Context: an optimization exercise on an open-source flow, tuned for small area, a short achievable clock period and few clock cycles. The choices shown serve that exercise and are no tape-out recipe.
Only simulation tests tie the RTL to the original design; equivalence was not proved.
No activity file was given, so power comes from the tool's default toggle rates.

**flow/config.mk**
```make
export PLATFORM = sky130hd
export DESIGN_NAME = uop_frontend
export DESIGN_NICKNAME = uop_frontend
export VERILOG_FILES = /design/flow/design.v
export SDC_FILE = /design/flow/constraint.sdc
export NUM_CORES = 4
export LEC_CHECK = 0
export CAP_MARGIN = 20
export CORE_MARGIN = 2
export CORE_UTILIZATION = 40
export SLEW_MARGIN = 20
```
**flow/constraint.sdc**
```tcl
create_clock -name core_clock -period 8.5 [get_ports {clk}]
set_input_delay 1.7000 -clock core_clock [delete_from_list [all_inputs] [get_ports {clk}]]
set_output_delay 1.7000 -clock core_clock [all_outputs]
set_load 0.01 [all_outputs]
```
**flow/design.v**
```verilog
package isa_pkg;
    localparam logic [6:0] opc_op     = 7'b0110011;
    localparam logic [6:0] opc_op_imm = 7'b0010011;
    localparam logic [2:0] f3_add_sub = 3'b000;
    localparam logic [2:0] f3_mul     = 3'b000;
    localparam logic [2:0] f3_sll     = 3'b001;
    localparam logic [2:0] f3_xor     = 3'b100;
    localparam logic [2:0] f3_srl_sra = 3'b101;
    localparam logic [2:0] f3_or      = 3'b110;
    localparam logic [2:0] f3_and     = 3'b111;
    localparam logic [6:0] f7_base   = 7'b0000000;
    localparam logic [6:0] f7_alt    = 7'b0100000;
    localparam logic [6:0] f7_muldiv = 7'b0000001;
    typedef struct packed {
        logic [6:0] funct7;
        logic [4:0] rs2;
        logic [4:0] rs1;
        logic [2:0] funct3;
        logic [4:0] rd;
        logic [6:0] opcode;
    } r_fmt_t;
    typedef struct packed {
        logic [11:0] imm12;
        logic [4:0]  rs1;
        logic [2:0]  funct3;
        logic [4:0]  rd;
        logic [6:0]  opcode;
    } i_fmt_t;
    typedef union packed {
        r_fmt_t r_fmt;
        i_fmt_t i_fmt;
    } instr_word_u;
endpackage
package uop_pkg;
    typedef enum logic [3:0] {
        uop_add,
        uop_sub,
        uop_and,
        uop_or,
        uop_xor,
        uop_sll,
        uop_srl,
        uop_beq,
        uop_bne,
        uop_nop
    } uop_op_t;
    typedef enum logic [1:0] {
        opk_reg,
        opk_trap_src1,
        opk_trap_src2,
        opk_trap_dst
    } operand_kind_t;
    typedef logic [4:0] reg_idx_t;
    localparam reg_idx_t reg_x0   = 5'd0;
    localparam reg_idx_t reg_tmp0 = 5'd16;
    localparam reg_idx_t reg_tmp1 = 5'd17;
    localparam reg_idx_t reg_tmp2 = 5'd18;
    localparam reg_idx_t reg_tmp3 = 5'd19;
    localparam reg_idx_t reg_tmp4 = 5'd20;
    localparam int num_arch_regs = 16;
    localparam int num_regs      = 24;
    typedef logic [4:0]        rom_addr_t;
    typedef logic signed [4:0] br_off_t;
    localparam int        ucode_rom_rows = 32;
    localparam rom_addr_t rom_ent_mul    = 5'd0;
endpackage
module instr_decoder #(
    parameter int xlen = 32
) (
    input  logic                 clk,
    input  logic                 reset,
    input  logic                 instr_valid,
    input  isa_pkg::instr_word_u instr,
    output logic                 valid_de1,
    output logic                 trap_de1,
    output uop_pkg::uop_op_t     op_de1,
    output uop_pkg::reg_idx_t    dst_de1,
    output uop_pkg::reg_idx_t    src1_de1,
    output uop_pkg::reg_idx_t    src2_de1,
    output logic [xlen-1:0]      imm_de1,
    output logic                 use_imm_de1
);
    uop_pkg::uop_op_t         op;
    uop_pkg::reg_idx_t        dst;
    uop_pkg::reg_idx_t        src1;
    uop_pkg::reg_idx_t        src2;
    logic [xlen-1:0] imm;
    logic            use_imm;
    logic            trap;
    logic            bad_reg;
    always_comb begin
        op      = uop_pkg::uop_nop;
        dst     = uop_pkg::reg_x0;
        src1    = uop_pkg::reg_x0;
        src2    = uop_pkg::reg_x0;
        imm     = '0;
        use_imm = 1'b0;
        trap    = 1'b0;
        bad_reg = instr.r_fmt.rd[4] | instr.r_fmt.rs1[4];
        if (instr.r_fmt.opcode == isa_pkg::opc_op && !bad_reg && !instr.r_fmt.rs2[4]) begin
            dst  = instr.r_fmt.rd;
            src1 = instr.r_fmt.rs1;
            src2 = instr.r_fmt.rs2;
            case ({instr.r_fmt.funct7, instr.r_fmt.funct3})
                {isa_pkg::f7_base, isa_pkg::f3_add_sub}:  op = uop_pkg::uop_add;
                {isa_pkg::f7_alt, isa_pkg::f3_add_sub}:   op = uop_pkg::uop_sub;
                {isa_pkg::f7_base, isa_pkg::f3_and}:      op = uop_pkg::uop_and;
                {isa_pkg::f7_base, isa_pkg::f3_or}:       op = uop_pkg::uop_or;
                {isa_pkg::f7_base, isa_pkg::f3_xor}:      op = uop_pkg::uop_xor;
                {isa_pkg::f7_muldiv, isa_pkg::f3_mul}:    trap = 1'b1;
                default: ;
            endcase
        end else if (instr.i_fmt.opcode == isa_pkg::opc_op_imm && !bad_reg) begin
            dst     = instr.i_fmt.rd;
            src1    = instr.i_fmt.rs1;
            use_imm = 1'b1;
            imm     = {{(xlen-12){instr.i_fmt.imm12[11]}}, instr.i_fmt.imm12};
            case (instr.i_fmt.funct3)
                isa_pkg::f3_add_sub: op = uop_pkg::uop_add;
                isa_pkg::f3_sll:     if (instr.r_fmt.funct7 == isa_pkg::f7_base) op = uop_pkg::uop_sll;
                isa_pkg::f3_srl_sra: if (instr.r_fmt.funct7 == isa_pkg::f7_base) op = uop_pkg::uop_srl;
                default: ;
            endcase
        end
        if (op == uop_pkg::uop_nop && !trap) begin
            dst = uop_pkg::reg_x0;
        end
    end
    always_ff @(posedge clk) begin
        if (reset) begin
            valid_de1 <= 1'b0;
            trap_de1  <= 1'b0;
        end else begin
            valid_de1 <= instr_valid;
            trap_de1  <= instr_valid & trap;
        end
    end
    always_ff @(posedge clk) begin
        op_de1      <= op;
        dst_de1     <= dst;
        src1_de1    <= src1;
        src2_de1    <= src2;
        imm_de1     <= imm;
        use_imm_de1 <= use_imm;
    end
endmodule
module ucode_sequencer #(
    parameter int xlen = 32
) (
    input  logic               clk,
    input  logic               reset,
    input  logic               valid_de1,
    input  logic               trap_de1,
    input  uop_pkg::uop_op_t   op_de1,
    input  uop_pkg::reg_idx_t  dst_de1,
    input  uop_pkg::reg_idx_t  src1_de1,
    input  uop_pkg::reg_idx_t  src2_de1,
    input  logic [xlen-1:0]    imm_de1,
    input  logic               use_imm_de1,
    input  logic               br_taken,
    input  uop_pkg::rom_addr_t br_target,
    output logic               seq_idle,
    output logic               valid_uc0,
    output uop_pkg::uop_op_t   op_uc0,
    output uop_pkg::reg_idx_t  dst_uc0,
    output uop_pkg::reg_idx_t  src1_uc0,
    output uop_pkg::reg_idx_t  src2_uc0,
    output logic [xlen-1:0]    imm_uc0,
    output logic               use_imm_uc0,
    output uop_pkg::br_off_t   br_off_uc0,
    output logic               eom_uc0
);
    localparam logic st_idle  = 1'b0;
    localparam logic st_fetch = 1'b1;
    localparam int   row_w    = 4 + 3 * (2 + 5) + xlen + 1 + 5 + 1;
    localparam int   e        = int'(uop_pkg::rom_ent_mul);
    logic             state;
    logic             state_nxt;
    uop_pkg::rom_addr_t        upc;
    uop_pkg::rom_addr_t        upc_nxt;
    logic             trap_now;
    uop_pkg::reg_idx_t         held_src1;
    uop_pkg::reg_idx_t         held_src2;
    uop_pkg::reg_idx_t         held_dst;
    logic [row_w-1:0] rom [uop_pkg::ucode_rom_rows];
    logic [3:0]       r_op;
    logic [1:0]       r_dst_k;
    logic [1:0]       r_src1_k;
    logic [1:0]       r_src2_k;
    uop_pkg::reg_idx_t         r_dst;
    uop_pkg::reg_idx_t         r_src1;
    uop_pkg::reg_idx_t         r_src2;
    logic [xlen-1:0]  r_imm;
    logic             r_use_imm;
    uop_pkg::br_off_t          r_br_off;
    logic             r_eom;
    function automatic logic [row_w-1:0] uop_ri(logic [3:0] op, logic [1:0] dk, logic [4:0] d,
                                                logic [1:0] sk, logic [4:0] s,
                                                logic [xlen-1:0] imm, logic eom);
        uop_ri = {op, dk, d, sk, s, uop_pkg::opk_reg, uop_pkg::reg_x0, imm, 1'b1, 5'd0, eom};
    endfunction
    function automatic logic [row_w-1:0] uop_rr(logic [3:0] op, logic [4:0] d, logic [4:0] s1,
                                                logic [4:0] s2);
        uop_rr = {op, uop_pkg::opk_reg, d, uop_pkg::opk_reg, s1, uop_pkg::opk_reg, s2,
                  {xlen{1'b0}}, 1'b0, 5'd0, 1'b0};
    endfunction
    function automatic logic [row_w-1:0] uop_br(logic [3:0] op, logic [4:0] s1, logic [4:0] s2,
                                                logic [4:0] off);
        uop_br = {op, uop_pkg::opk_reg, uop_pkg::reg_x0, uop_pkg::opk_reg, s1, uop_pkg::opk_reg,
                  s2, {xlen{1'b0}}, 1'b0, off, 1'b0};
    endfunction
    function automatic logic [4:0] subst(logic [1:0] kind, logic [4:0] r, logic [4:0] s1,
                                         logic [4:0] s2, logic [4:0] d);
        case (kind)
            uop_pkg::opk_trap_src1: subst = s1;
            uop_pkg::opk_trap_src2: subst = s2;
            uop_pkg::opk_trap_dst:  subst = d;
            default:                subst = r;
        endcase
    endfunction
    assign seq_idle = state == st_idle;
    assign trap_now = seq_idle & valid_de1 & trap_de1;
    always_comb begin
        state_nxt = state;
        upc_nxt   = upc;
        if (seq_idle) begin
            if (trap_now) begin
                state_nxt = st_fetch;
                upc_nxt   = uop_pkg::rom_ent_mul;
            end
        end else begin
            upc_nxt = br_taken ? br_target : upc + 1'b1;
            if (eom_uc0) begin
                state_nxt = st_idle;
            end
        end
    end
    always_ff @(posedge clk) begin
        if (reset) begin
            state <= st_idle;
            upc   <= uop_pkg::rom_ent_mul;
        end else begin
            state <= state_nxt;
            upc   <= upc_nxt;
        end
    end
    always_ff @(posedge clk) begin
        if (trap_now) begin
            held_src1 <= src1_de1;
            held_src2 <= src2_de1;
            held_dst  <= dst_de1;
        end
    end
    assign {r_op, r_dst_k, r_dst, r_src1_k, r_src1, r_src2_k, r_src2,
            r_imm, r_use_imm, r_br_off, r_eom} = rom[upc];
    always_comb begin
        if (seq_idle) begin
            valid_uc0   = valid_de1 & ~trap_de1;
            op_uc0      = op_de1;
            dst_uc0     = dst_de1;
            src1_uc0    = src1_de1;
            src2_uc0    = src2_de1;
            imm_uc0     = imm_de1;
            use_imm_uc0 = use_imm_de1;
            br_off_uc0  = '0;
            eom_uc0     = 1'b1;
        end else begin
            valid_uc0   = 1'b1;
            op_uc0      = uop_pkg::uop_op_t'(r_op);
            dst_uc0     = subst(uop_pkg::operand_kind_t'(r_dst_k), r_dst, held_src1, held_src2, held_dst);
            src1_uc0    = subst(uop_pkg::operand_kind_t'(r_src1_k), r_src1, held_src1, held_src2,
                                held_dst);
            src2_uc0    = subst(uop_pkg::operand_kind_t'(r_src2_k), r_src2, held_src1, held_src2,
                                held_dst);
            if (op_uc0 == uop_pkg::uop_beq || op_uc0 == uop_pkg::uop_bne) begin
                imm_uc0 = {{(xlen-5){1'b0}}, upc};
            end else begin
                imm_uc0 = r_imm;
            end
            use_imm_uc0 = r_use_imm;
            br_off_uc0  = r_br_off;
            eom_uc0     = r_eom;
        end
    end
    always_comb begin
        for (int r = 0; r < uop_pkg::ucode_rom_rows; r++) begin
            rom[r] = uop_ri(uop_pkg::uop_nop, uop_pkg::opk_reg, uop_pkg::reg_x0, uop_pkg::opk_reg, uop_pkg::reg_x0, '0, 1'b1);
        end
        rom[e + 0]  = uop_ri(uop_pkg::uop_add, uop_pkg::opk_reg, uop_pkg::reg_tmp0, uop_pkg::opk_reg, uop_pkg::reg_x0, '0, 1'b0);
        rom[e + 1]  = uop_ri(uop_pkg::uop_add, uop_pkg::opk_reg, uop_pkg::reg_tmp1, uop_pkg::opk_trap_src1, uop_pkg::reg_x0, '0, 1'b0);
        rom[e + 2]  = uop_ri(uop_pkg::uop_add, uop_pkg::opk_reg, uop_pkg::reg_tmp2, uop_pkg::opk_trap_src2, uop_pkg::reg_x0, '0, 1'b0);
        rom[e + 3]  = uop_br(uop_pkg::uop_beq, uop_pkg::reg_tmp1, uop_pkg::reg_x0, 5'sd9);
        rom[e + 4]  = uop_ri(uop_pkg::uop_and, uop_pkg::opk_reg, uop_pkg::reg_tmp3, uop_pkg::opk_reg, uop_pkg::reg_tmp1, 'd1, 1'b0);
        rom[e + 5]  = uop_ri(uop_pkg::uop_sub, uop_pkg::opk_reg, uop_pkg::reg_tmp3, uop_pkg::opk_reg, uop_pkg::reg_tmp3, 'd1, 1'b0);
        rom[e + 6]  = uop_ri(uop_pkg::uop_xor, uop_pkg::opk_reg, uop_pkg::reg_tmp3, uop_pkg::opk_reg, uop_pkg::reg_tmp3, '1, 1'b0);
        rom[e + 7]  = uop_rr(uop_pkg::uop_and, uop_pkg::reg_tmp4, uop_pkg::reg_tmp3, uop_pkg::reg_tmp2);
        rom[e + 8]  = uop_rr(uop_pkg::uop_add, uop_pkg::reg_tmp0, uop_pkg::reg_tmp0, uop_pkg::reg_tmp4);
        rom[e + 9]  = uop_ri(uop_pkg::uop_sll, uop_pkg::opk_reg, uop_pkg::reg_tmp2, uop_pkg::opk_reg, uop_pkg::reg_tmp2, 'd1, 1'b0);
        rom[e + 10] = uop_ri(uop_pkg::uop_srl, uop_pkg::opk_reg, uop_pkg::reg_tmp1, uop_pkg::opk_reg, uop_pkg::reg_tmp1, 'd1, 1'b0);
        rom[e + 11] = uop_br(uop_pkg::uop_bne, uop_pkg::reg_tmp1, uop_pkg::reg_x0, -5'sd7);
        rom[e + 12] = uop_ri(uop_pkg::uop_add, uop_pkg::opk_trap_dst, uop_pkg::reg_x0, uop_pkg::opk_reg, uop_pkg::reg_tmp0, '0, 1'b1);
    end
endmodule
module uop_exec #(
    parameter int xlen = 32
) (
    input  logic               clk,
    input  logic               reset,
    input  logic               valid_uc0,
    input  uop_pkg::uop_op_t   op_uc0,
    input  uop_pkg::reg_idx_t  dst_uc0,
    input  uop_pkg::reg_idx_t  src1_uc0,
    input  uop_pkg::reg_idx_t  src2_uc0,
    input  logic [xlen-1:0]    imm_uc0,
    input  logic               use_imm_uc0,
    input  uop_pkg::br_off_t   br_off_uc0,
    input  logic               eom_uc0,
    output logic               br_taken,
    output uop_pkg::rom_addr_t br_target,
    output logic               wb_valid,
    output uop_pkg::reg_idx_t  wb_reg,
    output logic [xlen-1:0]    wb_data
);
    localparam int shamt_w = $clog2(xlen);
    logic [xlen-1:0] rf [uop_pkg::num_regs];
    logic [xlen-1:0] a;
    logic [xlen-1:0] rs2_val;
    logic [xlen-1:0] b;
    logic [xlen-1:0] result;
    logic            is_alu;
    logic            writes;
    logic            visible;
    assign a       = (src1_uc0 == uop_pkg::reg_x0) ? '0 : rf[src1_uc0];
    assign rs2_val = (src2_uc0 == uop_pkg::reg_x0) ? '0 : rf[src2_uc0];
    assign b       = use_imm_uc0 ? imm_uc0 : rs2_val;
    always_comb begin
        is_alu = 1'b1;
        case (op_uc0)
            uop_pkg::uop_add: result = a + b;
            uop_pkg::uop_sub: result = a - b;
            uop_pkg::uop_and: result = a & b;
            uop_pkg::uop_or:  result = a | b;
            uop_pkg::uop_xor: result = a ^ b;
            uop_pkg::uop_sll: result = a << b[shamt_w-1:0];
            uop_pkg::uop_srl: result = a >> b[shamt_w-1:0];
            default: begin
                result = '0;
                is_alu = 1'b0;
            end
        endcase
    end
    always_comb begin
        case (op_uc0)
            uop_pkg::uop_beq: br_taken = valid_uc0 & (a == rs2_val);
            uop_pkg::uop_bne: br_taken = valid_uc0 & (a != rs2_val);
            default: br_taken = 1'b0;
        endcase
    end
    assign br_target = imm_uc0[4:0] + uop_pkg::rom_addr_t'(br_off_uc0);
    assign writes  = valid_uc0 & is_alu & (dst_uc0 != uop_pkg::reg_x0);
    assign visible = int'(dst_uc0) < uop_pkg::num_arch_regs;
    always_ff @(posedge clk) begin
        if (writes) begin
            rf[dst_uc0] <= result;
        end
    end
    always_ff @(posedge clk) begin
        if (reset) begin
            wb_valid <= 1'b0;
        end else begin
            wb_valid <= writes & eom_uc0 & visible;
        end
    end
    always_ff @(posedge clk) begin
        wb_reg  <= dst_uc0;
        wb_data <= result;
    end
endmodule
module uop_frontend #(
    parameter int xlen = 32
) (
    input  logic                 clk,
    input  logic                 reset,
    input  logic                 instr_valid,
    input  isa_pkg::instr_word_u instr,
    output logic                 instr_ready,
    output logic                 wb_valid,
    output uop_pkg::reg_idx_t    wb_reg,
    output logic [xlen-1:0]      wb_data
);
    logic            valid_de1;
    logic            trap_de1;
    uop_pkg::uop_op_t         op_de1;
    uop_pkg::reg_idx_t        dst_de1;
    uop_pkg::reg_idx_t        src1_de1;
    uop_pkg::reg_idx_t        src2_de1;
    logic [xlen-1:0] imm_de1;
    logic            use_imm_de1;
    logic            seq_idle;
    logic            valid_uc0;
    uop_pkg::uop_op_t         op_uc0;
    uop_pkg::reg_idx_t        dst_uc0;
    uop_pkg::reg_idx_t        src1_uc0;
    uop_pkg::reg_idx_t        src2_uc0;
    logic [xlen-1:0] imm_uc0;
    logic            use_imm_uc0;
    uop_pkg::br_off_t         br_off_uc0;
    logic            eom_uc0;
    logic            br_taken;
    uop_pkg::rom_addr_t       br_target;
    assign instr_ready = seq_idle & ~trap_de1;
    instr_decoder #(.xlen(xlen)) instr_decoder_i (
        .clk, .reset, .instr_valid, .instr,
        .valid_de1, .trap_de1, .op_de1, .dst_de1, .src1_de1, .src2_de1,
        .imm_de1, .use_imm_de1
    );
    ucode_sequencer #(.xlen(xlen)) ucode_sequencer_i (
        .clk, .reset,
        .valid_de1, .trap_de1, .op_de1, .dst_de1, .src1_de1, .src2_de1,
        .imm_de1, .use_imm_de1, .br_taken, .br_target,
        .seq_idle, .valid_uc0, .op_uc0, .dst_uc0, .src1_uc0, .src2_uc0,
        .imm_uc0, .use_imm_uc0, .br_off_uc0, .eom_uc0
    );
    uop_exec #(.xlen(xlen)) uop_exec_i (
        .clk, .reset,
        .valid_uc0, .op_uc0, .dst_uc0, .src1_uc0, .src2_uc0,
        .imm_uc0, .use_imm_uc0, .br_off_uc0, .eom_uc0,
        .br_taken, .br_target, .wb_valid, .wb_reg, .wb_data
    );
endmodule
```
**flow/run.sh**
```bash
#!/bin/bash
# synth_recipe.tcl (not shown) runs the flow's synth.tcl, then flattens the netlist and writes it again
# the make line also repeats each setting of config.mk as NAME=value (left out here)
make -C /OpenROAD-flow-scripts/flow DESIGN_CONFIG=/design/flow/config.mk WORK_HOME=/design/flow/orfs CLKGATE_MAP_FILE= SYNTH_SCRIPT=/design/flow/synth_recipe.tcl finish
```
==> flow_metrics.env <==
export IMPL_cts_htree_levels=3
export IMPL_min_period_ns=8.040
export IMPL_grt_max_degree=144
export IMPL_fp_row_count=129
export IMPL_io_buffers=73
export IMPL_ios=74
export IMPL_arrival_ns=8.45
export IMPL_layout_drive_gt1_share=0.1470
export IMPL_async_reset_ff_frac=0
export IMPL_grt_pass1_wl_um=271500
export IMPL_synth_seq_area_share=0.5036
export IMPL_leakagePower_nw=20.19
export IMPL_endpoint_kind="flop"
export IMPL_setup_tns_ns=0
export IMPL_synth_top_family_by_area="simple AND/OR/NAND/NOR gates"
export IMPL_die_h_um=356.8
export IMPL_placedInstanceArea_mm2=0.05371
export IMPL_routed_via_count=40800
export IMPL_reg_largest_list="uop_exec_i.rf (768), uop_exec_i.wb_data (32), instr_decoder_i.imm_de1 (12)"
export IMPL_syn_inst=4598
export IMPL_grt_pass1_vias=38780
export IMPL_clkPwrFrac=0.465
export IMPL_synth_simple_gate_area_share=0.1509
export IMPL_seqCellArea_mm2=0.02508
export IMPL_start_util=0.4027
export IMPL_coreArea_mm2=0.1236
export IMPL_clk_pin_slew_worst_paths_ns=0.06
export IMPL_yosysWarnings=4
export IMPL_synth_edf_count=783
export IMPL_met2_length_um=83610
export IMPL_worstMarginPinSlew_ns=1.149
export IMPL_wl_per_cell_um=29.32
export IMPL_synth_top_cells_by_area="edfxtp_1, nand2_1, mux4_2, mux2i_1, dfxtp_1"
export IMPL_nets=4853
export IMPL_rsz0062_at_grt="false"
export IMPL_multi_input_area_mm2=0.02330
export IMPL_clock_latency_ns=0.73
export IMPL_syn_area_per_cell_um2=10.83
export IMPL_place_congestion=0.9752
export IMPL_yosys_area_top_type_share=0.4723
export IMPL_critPathKind="flop to flop"
export IMPL_wl_um=188700
export IMPL_cellInternalPower_mw=7.322
export IMPL_route_detailed_drc=0
export IMPL_met3WireLength_um=19630
export IMPL_final_period_utilization=0.9459
export IMPL_p_seq_frac=0.482
export IMPL_drv_slew=0
export IMPL_synth_compound_area_share=0.1361
export IMPL_wl_met1_um=75240
export IMPL_top_layer_used="met4"
export IMPL_grt_ovfl_total=0
export IMPL_hold_violations=0
export IMPL_grt_usage=0.2917
export IMPL_largest_reg_flops=768
export IMPL_cts_tree="built"
export IMPL_avgViaCountPerCell=6.337
export IMPL_dp_hpwl_um=122600
export IMPL_peakVddDrop_v=0.0001658
export IMPL_synth_xor_area_frac=0.01440
export IMPL_cts_buffers=95
export IMPL_comb_power_share=0.053
export IMPL_synth_area_mux_share=0.1280
export IMPL_die_w_um=356.8
export IMPL_dieArea_mm2=0.1273
export IMPL_cts_buffer_depth=3
export IMPL_status="complete, no violations"
export IMPL_start_kind="flop"
export IMPL_netSwitchingFraction=0.2256
export IMPL_fill_cells=11380
export IMPL_layout_common_cells="nand2_1, edfxtp_1, nand3_1"
export IMPL_dr_pass1_iters=6
export IMPL_synth_top_area_cell="edfxtp_1"
export IMPL_clock_sinks=861
export IMPL_first_iter_violations=6109
export IMPL_power_switching_mw=2.133
export IMPL_synth_adder_area_share=0.02604
export IMPL_max_freq_mhz=124.4
export IMPL_worstPathRequired_ns=8.91
export IMPL_maxCapViolations=0
export IMPL_fin_skew_ns=0.04219
export IMPL_setup_viol=0
export IMPL_synth_distinct_cells=106
export IMPL_stdcell_area_mm2=0.05705
export IMPL_layout_commonest_cell="nand2_1"
export IMPL_hold_class="flop to flop"
export IMPL_worstPathMaxFanout=44
export IMPL_ant_nets=0
export IMPL_relSlewSlack=0.2323
export IMPL_clock_tree_root_cell="clkbuf_16"
export IMPL_synth_seq_cells=861
export IMPL_netlist_area_mm2=0.04979
export IMPL_grt_antenna_before_repair=4
export IMPL_power_density_mw_per_mm2=165.7
export IMPL_synthFlopType="edfxtp_1"
export IMPL_largest_register="uop_exec_i.rf"
export IMPL_area_delta_synth_final_pct=14.59
[path summary, 6_finish.rpt]
path,start,to,slack (ns),cells after the start
min,instr_decoder_i.dst_de1[0],ucode_sequencer_i.held_dst[0],0.43,0
max reg2reg,ucode_sequencer_i.state,uop_exec_i.rf[8][30],0.46,26
min reg2reg,instr_decoder_i.dst_de1[0],ucode_sequencer_i.held_dst[0],0.43,0
max,ucode_sequencer_i.state,uop_exec_i.rf[8][30],0.46,26
[power by group through the flow]
stage,clock [mW],sequential [mW],combinational [mW]
2_1_floorplan,0,4.65,0.286
3_3_place_gp,0,4.65,0.484
3_5_place_dp,0,4.65,0.483
4_1_cts,4.44,4.56,0.486
5_1_grt,4.62,4.56,0.530
6_report,4.40,4.56,0.499
[kinds of logic after synthesis]
logic type      after synthesis
buf+inv                     455
flops                       861
mux                         460
xor+xnor                     81
simple gates               1661
other cells                   1
fa+ha+maj                   103
compound gates              976
[worst max-delay path, stage by stage, from the launching register on]
cell and delay, ns:
dfxtp_4 0.78, buf_12 0.28, nand2b_1 0.28, o21ai_4 0.28, nor3_1 0.58, a2111oi_0 0.18
or4_4 0.62, or3b_4 0.49, a22oi_4 0.20, and2_4 0.21, and4b_4 0.29, nand3_2 0.12
or4_4 0.56, nor3_4 0.22, nor2_1 0.08, xnor2_1 0.14, ha_1 0.34, a21o_1 0.18
a21o_1 0.17, a21oi_1 0.25, o21ai_0 0.12, a22oi_1 0.16, o211ai_1 0.15, a21oi_1 0.13
o21ai_0 0.09, or3_1 0.46, buf_4 0.27
[synthesized netlist by cell type, types with 75 or more instances]
library cell and n:
nand2_1 832, edfxtp_1 783, nand3_1 291, mux2i_1 290
a21oi_1 235, nor2_1 208, o21ai_0 142, mux4_2 138
clkbuf_1 136, buf_2 124, ha_1 102, inv_1 98
dfxtp_1 78, and3_1 75
[final cells by class]
class                           count  share of cell area
Multi-Input combinational cell   3316              0.4085
Sequential cell                   861              0.4397
Clock buffer                      121             0.04558
Clock inverter                     58             0.01248
Inverter                          102            0.006711
Timing Repair Buffer              339             0.05095
Antenna cell                        4           0.0001755
Tap cell                         1637             0.03590
[stage by stage]
step	std cells	hold slack, ns	utilization	power [mW]	setup slack, ns
after global placement	6255	0.4147	0.4344	5.135	0.6160
after global routing	6434	0.4590	0.4613	9.708	0.04968
after detailed placement	6255	0.4314	0.4345	5.134	0.6050
after CTS	6434	0.4371	0.4612	9.489	0.5350
after floorplan	4632	0.4000	-	4.936	0.1846
final	6438	0.4331	0.4614	9.455	0.4602
[timing repair]
action / 4_1_cts / 5_1_grt
resized for setup: 0 / 2
endpoints found under the setup margin: 0 / 48
setup buffers: 0 / 0
hold buffers: 0 / 0
[per-layer routing]
| metal | global-route usage | vias to the layer above |
|---|---|---|
| met2 | 0.4472 | 2560 |
| met1 | 0.4004 | 20100 |
| met4 | 0.1442 | 0 |
| met5 | 0 | - |
| met3 | 0.04982 | 513 |
| li1 | - | 17630 |
Testbench counts, summed over its fixed seeds: cycles 224,566.

## port drivers added, routing unchanged
How much do the figures lean on ideal ports? The routed layout below was timed once more, with nothing changed but the port constraints.
Step 1 assumes that a clkbuf_16 drives the clock port and a buf_2 every other input.
Step 2 adds t to the input delays and takes it off the output delays; t is the mean of the earliest and latest rising clock arrival at the registers after step 1. Input paths then give back, and output paths get back, about the clock's delay inside the block.
a / b / c = ideal ports / drivers / drivers and shift; a / b = the first two.
t (ns): 0.775
setup slack, ns: 0.460 / 0.460 / 0.460
worst data-port slew with drivers (ns): 0.04
After both steps this run still meets setup and hold. The setup slack of this run moves by 0.000 ns with the drivers and by 0.000 ns with both steps.
